This design comes from an exercise in tuning for small area, a short achievable clock period and few clock cycles on the open sky130 flow, not from production work.
Only simulation tests tie the RTL to the original design; equivalence was not proved.
Power figures rest on the tool's default switching activity, not on a simulated workload.

// window_mac5_acc
module window_mac5_acc #(
  parameter int WORD_WIDTH = window_mac5_acc_pkg::DEF_WORD_WIDTH,
  parameter int FRAC_BITS  = window_mac5_acc_pkg::DEF_FRAC_BITS,
  parameter int CNT_WIDTH  = 8
) (
  input  logic                  clk,
  input  logic                  rst,
  input  logic                  w_load,
  input  logic [2:0]            w_idx,
  input  logic [WORD_WIDTH-1:0] w_data,
  input  logic                  start,
  input  logic [CNT_WIDTH-1:0]  acc_len,
  input  logic                  in_valid,
  input  logic [WORD_WIDTH-1:0] data_in_0,
  input  logic [WORD_WIDTH-1:0] data_in_1,
  input  logic [WORD_WIDTH-1:0] data_in_2,
  input  logic [WORD_WIDTH-1:0] data_in_3,
  input  logic [WORD_WIDTH-1:0] data_in_4,
  output logic                  busy,
  output logic                  out_valid,
  output logic [WORD_WIDTH-1:0] out_data
);
clock: 7.5 ns
lec_check: 0
cap_margin: 20
core_margin: 2
core_utilization: 40
setup_slack_margin: 4.2
slew_margin: 20
tns_end_percent: 20
standard.sh (not shown) runs the stock make flow with config.mk's settings and CLKGATE_MAP_FILE= SYNTH_SCRIPT=/design/flow/synth_recipe.tcl, a recipe that flattens the netlist after the stock synthesis.
==> flow/flow/run.sh <==
#!/bin/bash
set -euo pipefail
export BUFFER_PORTS_ARGS="-buffer_cell sky130_fd_sc_hd__buf_2"
bash standard.sh finish > standard.log 2>&1
The baseline ran to the end with no violations.
Testbench counts at the start, summed over its fixed seeds: cycles 17,141.
Change:
Settings changed: CORE_UTILIZATION 40 to 55, TNS_END_PERCENT 20 to not set.
Result: Routed wire length goes up by 6.2%. Critical path depth stays the same. Setup slack is better by 0.013 ns.
Change:
Settings changed: CORE_UTILIZATION 55 to 40, CTS_CLUSTER_DIAMETER set to 120, CTS_CLUSTER_SIZE set to 30.
Via count came out lower by about 3.4%.
Routed wire length falls by about 9%.
Flip-flop and latch count is unchanged.
Cell area went down by about 2.6%.
Final cell count goes up by 5.9%.
Total power drops by about 20%.
Hold slack improved by 0.0052 ns.
Core utilization drops by 18 points.
Change:
Settings changed: CTS_CLUSTER_DIAMETER 120 to not set, CTS_CLUSTER_SIZE 30 to not set.
=>
- worst setup slack got worse by 0.0032 ns
- routed wire length increases by 1.1%
- critical path depth stays the same
- core utilization increases by 1.8 points
- count of clock-buffer cells in the layout increases by 34
- sequential share of layout area decreases by 1.3 points
- register-to-register slack hardly moves
- combinational power barely changes
- worst hold slack got worse by 0.0074 ns


== the previous run ==
Another version of the RTL of window_mac5_acc (not shown whole).
For scale: ~3500 cells after synthesis, roughly 330 flip-flops, ~130 I/O pins, ~28000 um^2 of cells after synthesis.
==> flow/design.v (excerpt) <==
module window_mac5_acc #(
  parameter int WORD_WIDTH = window_mac5_acc_pkg::DEF_WORD_WIDTH,
  parameter int FRAC_BITS  = window_mac5_acc_pkg::DEF_FRAC_BITS,
  parameter int CNT_WIDTH  = 8
) (
  input  logic                  clk,
  input  logic                  rst,
  input  logic                  w_load,
  input  logic [2:0]            w_idx,
  input  logic [WORD_WIDTH-1:0] w_data,
  input  logic                  start,
  input  logic [CNT_WIDTH-1:0]  acc_len,
  input  logic                  in_valid,
  input  logic [WORD_WIDTH-1:0] data_in_0,
  input  logic [WORD_WIDTH-1:0] data_in_1,
  input  logic [WORD_WIDTH-1:0] data_in_2,
  input  logic [WORD_WIDTH-1:0] data_in_3,
  input  logic [WORD_WIDTH-1:0] data_in_4,
  output logic                  busy,
  output logic                  out_valid,
  output logic [WORD_WIDTH-1:0] out_data
);
==> flow/config.mk <==
export PLATFORM = sky130hd
export DESIGN_NAME = window_mac5_acc
export DESIGN_NICKNAME = window_mac5_acc
export VERILOG_FILES = /design/flow/design.v
export SDC_FILE = /design/flow/constraint.sdc
export NUM_CORES = 4
export LEC_CHECK = 0
export CAP_MARGIN = 20
export CORE_MARGIN = 2
export CORE_UTILIZATION = 40
export SETUP_SLACK_MARGIN = 0.3
export SLEW_MARGIN = 20
==> flow/constraint.sdc <==
create_clock -name core_clock -period 7.5 [get_ports {clk}]
set_input_delay 1.5000 -clock core_clock [delete_from_list [all_inputs] [get_ports {clk}]]
set_output_delay 1.5000 -clock core_clock [all_outputs]
set_load 0.01 [all_outputs]
run.sh (not shown) runs the stock make flow with config.mk's settings and CLKGATE_MAP_FILE= SYNTH_SCRIPT=/design/flow/synth_recipe.tcl, a recipe that flattens the netlist after the stock synthesis.
Stock flow here: none of the scripts above is used.
Testbench counts of the previous run, summed over its fixed seeds: cycles 16,757.
The following lists how the current run was set up differently from the previous run:
Settings: SETUP_SLACK_MARGIN changed from 0.3 to 4.3; CORE_UTILIZATION changed from 40 to 60.
==> comparison <==
Share of the clock period used by the worst path was higher in the previous run than in the current run. The final worst setup slack in the current run sits 0.68 ns above the value recorded for the previous run. Measured slew at the worst slew-check pin in the current run is 0.036 ns below the previous run. Share of power burned in the clock network in the current run vs the previous run: down 1.3 points. Die area (the current run vs. the previous run) decreases by more than a quarter. Number of standard-cell rows in the floorplan in the current run is 18 lower than in the previous run.


window_mac5_acc, a different RTL version from the one above (not shown whole).
Size: roughly 2400 cells after synthesis, about 420 flip-flops, about 130 I/O pins.
==> flow/config.mk <==
export PLATFORM = sky130hd
export DESIGN_NAME = window_mac5_acc
export DESIGN_NICKNAME = window_mac5_acc
export VERILOG_FILES = /design/flow/design.v
export SDC_FILE = /design/flow/constraint.sdc
export NUM_CORES = 4
export LEC_CHECK = 0
export CAP_MARGIN = 20
export CORE_MARGIN = 2
export CORE_UTILIZATION = 40
export CTS_CLUSTER_DIAMETER = 100
export CTS_CLUSTER_SIZE = 22
export SETUP_SLACK_MARGIN = 4.4
export SLEW_MARGIN = 20
==> flow/constraint.sdc <==
create_clock -name core_clock -period 7.5 [get_ports {clk}]
set_input_delay 1.5000 -clock core_clock [delete_from_list [all_inputs] [get_ports {clk}]]
set_output_delay 1.5000 -clock core_clock [all_outputs]
set_load 0.01 [all_outputs]
standard.sh (not shown) runs the stock make flow with config.mk's settings and CLKGATE_MAP_FILE= SYNTH_SCRIPT=/design/flow/synth_recipe.tcl, a recipe that flattens the netlist after the stock synthesis.
Scripts as last shown in full above: flow/flow/run.sh
Testbench counts at the start, summed over its fixed seeds: cycles 17,141.
Next try:
- ABC_AREA: not set -> 1
Result: Count of clock-buffer cells in the layout came out lower by 3; critical path depth came out lower by 1; total power rises by 3.0%; non-clock buffer count came out lower by 18.
Next try:
- ABC_AREA: 1 -> not set
- SETUP_SLACK_MARGIN: 4.4 -> 4.8
Effect: Sequential cell count is unchanged; cell count fell by about 16%; combinational power falls by about 10%; utilization climbs by 1.6 points.
Next try:
- CTS_CLUSTER_DIAMETER: 100 -> not set
- CTS_CLUSTER_SIZE: 22 -> not set
- SETUP_SLACK_MARGIN: 4.8 -> 4.4
=> The changed run completed without violations. Via count went up by 0.31%. Non-clock buffer count went down by 37. Clock-buffer cell count went up by 31. Cell area went up by 0.67%. Sequential power hardly moves. Setup slack is worse by 120 ps. Fmax went down by 4.1%. Core utilization went up by 0.31 points.


window_mac5_acc, a different RTL version from the one above (not shown whole).
For scale: roughly 2900 cells after synthesis, roughly 420 flip-flops, about 130 I/O pins.
Design window_mac5_acc, start of the top module:
module window_mac5_acc #(
  parameter int WORD_WIDTH = window_mac5_acc_pkg::DEF_WORD_WIDTH,
  parameter int FRAC_BITS  = window_mac5_acc_pkg::DEF_FRAC_BITS,
  parameter int CNT_WIDTH  = 8
) (
  input  logic                  clk,
  input  logic                  rst,
  input  logic                  w_load,
  input  logic [2:0]            w_idx,
  input  logic [WORD_WIDTH-1:0] w_data,
  input  logic                  start,
  input  logic [CNT_WIDTH-1:0]  acc_len,
  input  logic                  in_valid,
  input  logic [WORD_WIDTH-1:0] data_in_0,
  input  logic [WORD_WIDTH-1:0] data_in_1,
  input  logic [WORD_WIDTH-1:0] data_in_2,
  input  logic [WORD_WIDTH-1:0] data_in_3,
  input  logic [WORD_WIDTH-1:0] data_in_4,
  output logic                  busy,
  output logic                  out_valid,
  output logic [WORD_WIDTH-1:0] out_data
);
  localparam int XW = WORD_WIDTH + 3;             
  localparam int SW = 2 * WORD_WIDTH + CNT_WIDTH + 2;   
  localparam int PW = 35;                         
  localparam int L1 = 7;                          
  localparam int L2 = 13;
  localparam logic [CNT_WIDTH-1:0] DONE_CNT = CNT_WIDTH'(-7);
  logic [4:0][WORD_WIDTH-1:0] weight;
  logic [4:0][WORD_WIDTH-1:0] window;
  logic [4:0][XW-1:0] x_sum, x_keep, x_add, x_nxt;
  logic [4:0] x_c1, x_c2, c1_nxt, c2_nxt;
  logic [4:0] ring;
  logic [XW-1:0] xr, x_sel, x_pick;
  logic c1_sel, c2_sel;
  logic [WORD_WIDTH-1:0] w_sel;
  logic [WORD_WIDTH/2-1:0] one, two, neg, one_r, two_r, neg_r;
  logic [PW-1:0] pa, pb, pa_r, pb_r;
  logic [SW-1:0] acc_s, acc_c, nxt_s, nxt_c, total;
  logic [CNT_WIDTH-1:0] cnt;
  logic accum;
  logic idle, busy_nx;
  logic [4:0] ring_nx, keep;
  logic go, accept, last, fire;
  logic [SW-FRAC_BITS-1:0] rounded;
  logic [WORD_WIDTH-1:0] result;
  assign window = {data_in_4, data_in_3, data_in_2, data_in_1, data_in_0};
  assign go = !busy && start && acc_len != '0;
  assign accept = accum && in_valid;
  assign last = accept && cnt == CNT_WIDTH'(1);
  assign fire = busy && !accum && cnt == DONE_CNT;
  assign busy_nx = busy ? !fire : go;
  assign ring_nx = {ring[3:0], ring[4]};
  ...
clock: 7.5 ns
lec_check: 0
cap_margin: 20
core_margin: 2
core_utilization: 40
setup_slack_margin: 4.3
slew_margin: 20
run.sh (not shown) runs the stock make flow with config.mk's settings and CLKGATE_MAP_FILE= SYNTH_SCRIPT=/design/flow/synth_recipe.tcl, a recipe that flattens the netlist after the stock synthesis.
Stock flow here: none of the scripts above is used.
Testbench counts at the start, summed over its fixed seeds: cycles 17,141.
==> next run, changes <==
- SETUP_SLACK_MARGIN: 4.3 -> 0.3
Effect:
- core utilization shrinks by 3.3 points
- clock skew barely changes
- non-clock buffer count decreases by 103
- wire length came out lower by about 5%
- area after synthesis stays the same
- worst setup slack degrades by 720 ps
- synthesized cell count stays the same
- power fell by 3.9%
- die area does not change
- sequential cell count is unchanged


== juniper ==
RTL: one of the versions met above, not the one the previous note started from.
Size in the first run: roughly 2400 cells after synthesis, roughly 420 flip-flops.
Settings: LEC_CHECK=0, CAP_MARGIN=20, CORE_MARGIN=2, CORE_UTILIZATION=40, CTS_CLUSTER_DIAMETER=100, CTS_CLUSTER_SIZE=22, SETUP_SLACK_MARGIN=4.6, SLEW_MARGIN=20; clock period 7.5 ns.
standard.sh (not shown) runs the stock make flow with config.mk's settings and CLKGATE_MAP_FILE= SYNTH_SCRIPT=/design/flow/synth_recipe.tcl, a recipe that flattens the netlist after the stock synthesis.
Scripts as last shown in full above: flow/flow/run.sh
juniper completed every stage of the flow, and the final layout passed the timing, DRC and antenna checks.
Testbench counts of juniper, summed over its fixed seeds: cycles 17,141.
Input changes introduced in zinc (baseline for comparison: juniper):
# juniper
export LEC_CHECK = 0
export CAP_MARGIN = 20
export CORE_MARGIN = 2
export CORE_UTILIZATION = 40
export CTS_CLUSTER_DIAMETER = 100
export CTS_CLUSTER_SIZE = 22
export SETUP_SLACK_MARGIN = 4.6
export SLEW_MARGIN = 20
create_clock -name core_clock -period 7.5 [get_ports {clk}]
# zinc
export LEC_CHECK = 0
export CAP_MARGIN = 20
export CORE_MARGIN = 2
export CORE_UTILIZATION = 40
export SETUP_SLACK_MARGIN = 4.6
export SLEW_MARGIN = 20
create_clock -name core_clock -period 7.5 [get_ports {clk}]
--- outcome ---
- Compared with juniper, in zinc first-pass GRT wire length rose by 0.72%, share of the final layout cell area in multi-input gates moved down, worst-case register-to-register setup slack picked up an extra 0.05 ns.
- A worst setup path endpoint of out_data[10] is what zinc shows, while out_data[8] belongs to juniper.


window_mac5_acc again, from the RTL that the note above started with.
## window_mac5_acc
module window_mac5_acc #(
  parameter int WORD_WIDTH = window_mac5_acc_pkg::DEF_WORD_WIDTH,
  parameter int FRAC_BITS  = window_mac5_acc_pkg::DEF_FRAC_BITS,
  parameter int CNT_WIDTH  = 8
) (
  input  logic                  clk,
  input  logic                  rst,
  input  logic                  w_load,
  input  logic [2:0]            w_idx,
  input  logic [WORD_WIDTH-1:0] w_data,
  input  logic                  start,
  input  logic [CNT_WIDTH-1:0]  acc_len,
  input  logic                  in_valid,
  input  logic [WORD_WIDTH-1:0] data_in_0,
  input  logic [WORD_WIDTH-1:0] data_in_1,
  input  logic [WORD_WIDTH-1:0] data_in_2,
  input  logic [WORD_WIDTH-1:0] data_in_3,
  input  logic [WORD_WIDTH-1:0] data_in_4,
  output logic                  busy,
  output logic                  out_valid,
  output logic [WORD_WIDTH-1:0] out_data
);
Settings: LEC_CHECK=0, CAP_MARGIN=20, CORE_MARGIN=2, CORE_UTILIZATION=40, CTS_CLUSTER_DIAMETER=100, CTS_CLUSTER_SIZE=22, SETUP_SLACK_MARGIN=5.0, SLEW_MARGIN=20; clock period 7.5 ns.
Scripts as last shown in full above: flow/flow/run.sh
Testbench counts at the start, summed over its fixed seeds: cycles 17,141.
Rerun with:
- SETUP_SLACK_MARGIN: 5.0 -> 4.7
Result: Non-clock buffer count shrinks by 128. Fmax shrinks slightly. Global-route usage shrinks by 0.49 points. Die area does not change.
Rerun with:
- CAP_MARGIN: 20 -> 5
- SETUP_SLACK_MARGIN: 4.7 -> 4.8
- SLEW_MARGIN: 20 -> 5
=>
- synthesized area is unchanged
- clock-buffer cell count is unchanged
- setup slack improves by 0.062 ns
- total power hardly moves
- core utilization climbs by 0.41 points
- wire length is about the same
- combinational power hardly moves
- design area climbs by 0.92%
- via count hardly moves
- die area is unchanged
- sequential cell count does not change
Rerun with:
- CAP_MARGIN: 5 -> 20
- CTS_CLUSTER_DIAMETER: 100 -> 110
- CTS_CLUSTER_SIZE: 22 -> 26
- SLEW_MARGIN: 5 -> 20
The changed run finished clean.
Core utilization rose by 0.32 points.
Area after synthesis stays the same.
Clock skew rose by 0.015 ns.
Global-route usage is about the same.

==> re-timing with driven ports <==
In the flow no input, the clock included, has a driving cell. The finished layouts below were timed again as built, in two steps. Step 1 assumes that a clkbuf_16 drives the clock port and a buf_2 every other input. Step 2 adds t to the input delays and takes it off the output delays; t is the mean of the earliest and latest rising clock arrival at the registers after step 1. Input paths then give back, and output paths get back, about the clock's delay inside the block. Three values: ideal ports, drivers, drivers and shift; two values: the first two.
run | t, ns | setup WS [ns] | hold WS [ns] | worst setup path after step 2 | latest minus earliest clock arrival (ns)
the first run of note 1 | 0.629 | 4.279 / 4.279 / 3.774 | 0.456 / 0.456 / 0.456 | input to register | 0.032 / 0.031
the second run of note 1 | 0.651 | 4.292 / 4.292 / 3.756 | 0.458 / 0.458 / 0.458 | input to register | 0.020 / 0.020
the third run of note 1 | 0.605 | 4.302 / 4.302 / 3.797 | 0.463 / 0.463 / 0.463 | input to register | 0.031 / 0.031
the fourth run of note 1 | 0.629 | 4.299 / 4.299 / 3.803 | 0.456 / 0.456 / 0.456 | input to register | 0.027 / 0.027
the previous run | 0.641 | 2.649 / 2.649 / 2.076 | 0.487 / 0.487 / 0.487 | input to register | 0.057 / 0.057
the current run | 0.663 | 3.325 / 3.289 / 2.626 | 0.483 / 0.483 / 0.483 | input to register | 0.031 / 0.030
the first run of note 3 | 0.623 | 4.462 / 4.462 / 3.973 | 0.469 / 0.469 / 0.469 | input to register | 0.021 / 0.021
the second run of note 3 | 0.623 | 4.483 / 4.483 / 4.000 | 0.439 / 0.439 / 0.439 | input to register | 0.035 / 0.035
the third run of note 3 | 0.624 | 4.628 / 4.628 / 4.207 | 0.467 / 0.467 / 0.467 | input to register | 0.030 / 0.030
the fourth run of note 3 | 0.637 | 4.506 / 4.506 / 3.964 | 0.460 / 0.460 / 0.460 | input to register | 0.033 / 0.033
the first run of note 4 | 0.639 | 4.029 / 4.029 / 3.883 | 0.452 / 0.452 / 0.452 | input to register | 0.026 / 0.027
the second run of note 4 | 0.638 | 3.306 / 3.306 / 2.989 | 0.445 / 0.445 / 0.445 | input to register | 0.024 / 0.024
juniper | 0.641 | 4.529 / 4.529 / 4.071 | 0.477 / 0.477 / 0.477 | input to register | 0.049 / 0.049
zinc | 0.651 | 4.578 / 4.578 / 4.041 | 0.469 / 0.469 / 0.469 | input to register | 0.023 / 0.022
the first run of note 6 | 0.625 | 4.576 / 4.576 / 4.254 | 0.466 / 0.466 / 0.466 | input to register | 0.029 / 0.029
the second run of note 6 | 0.621 | 4.566 / 4.566 / 4.180 | 0.468 / 0.468 / 0.468 | input to register | 0.038 / 0.037
the third run of note 6 | 0.624 | 4.628 / 4.628 / 4.207 | 0.467 / 0.467 / 0.467 | input to register | 0.030 / 0.030
the fourth run of note 6 | 0.615 | 4.556 / 4.556 / 4.132 | 0.469 / 0.469 / 0.469 | input to register | 0.045 / 0.045
After both steps setup and hold are still met in every run listed. The setup slack of the current run, which loses most, moves by -0.036 ns with the drivers and by -0.699 ns with both steps.
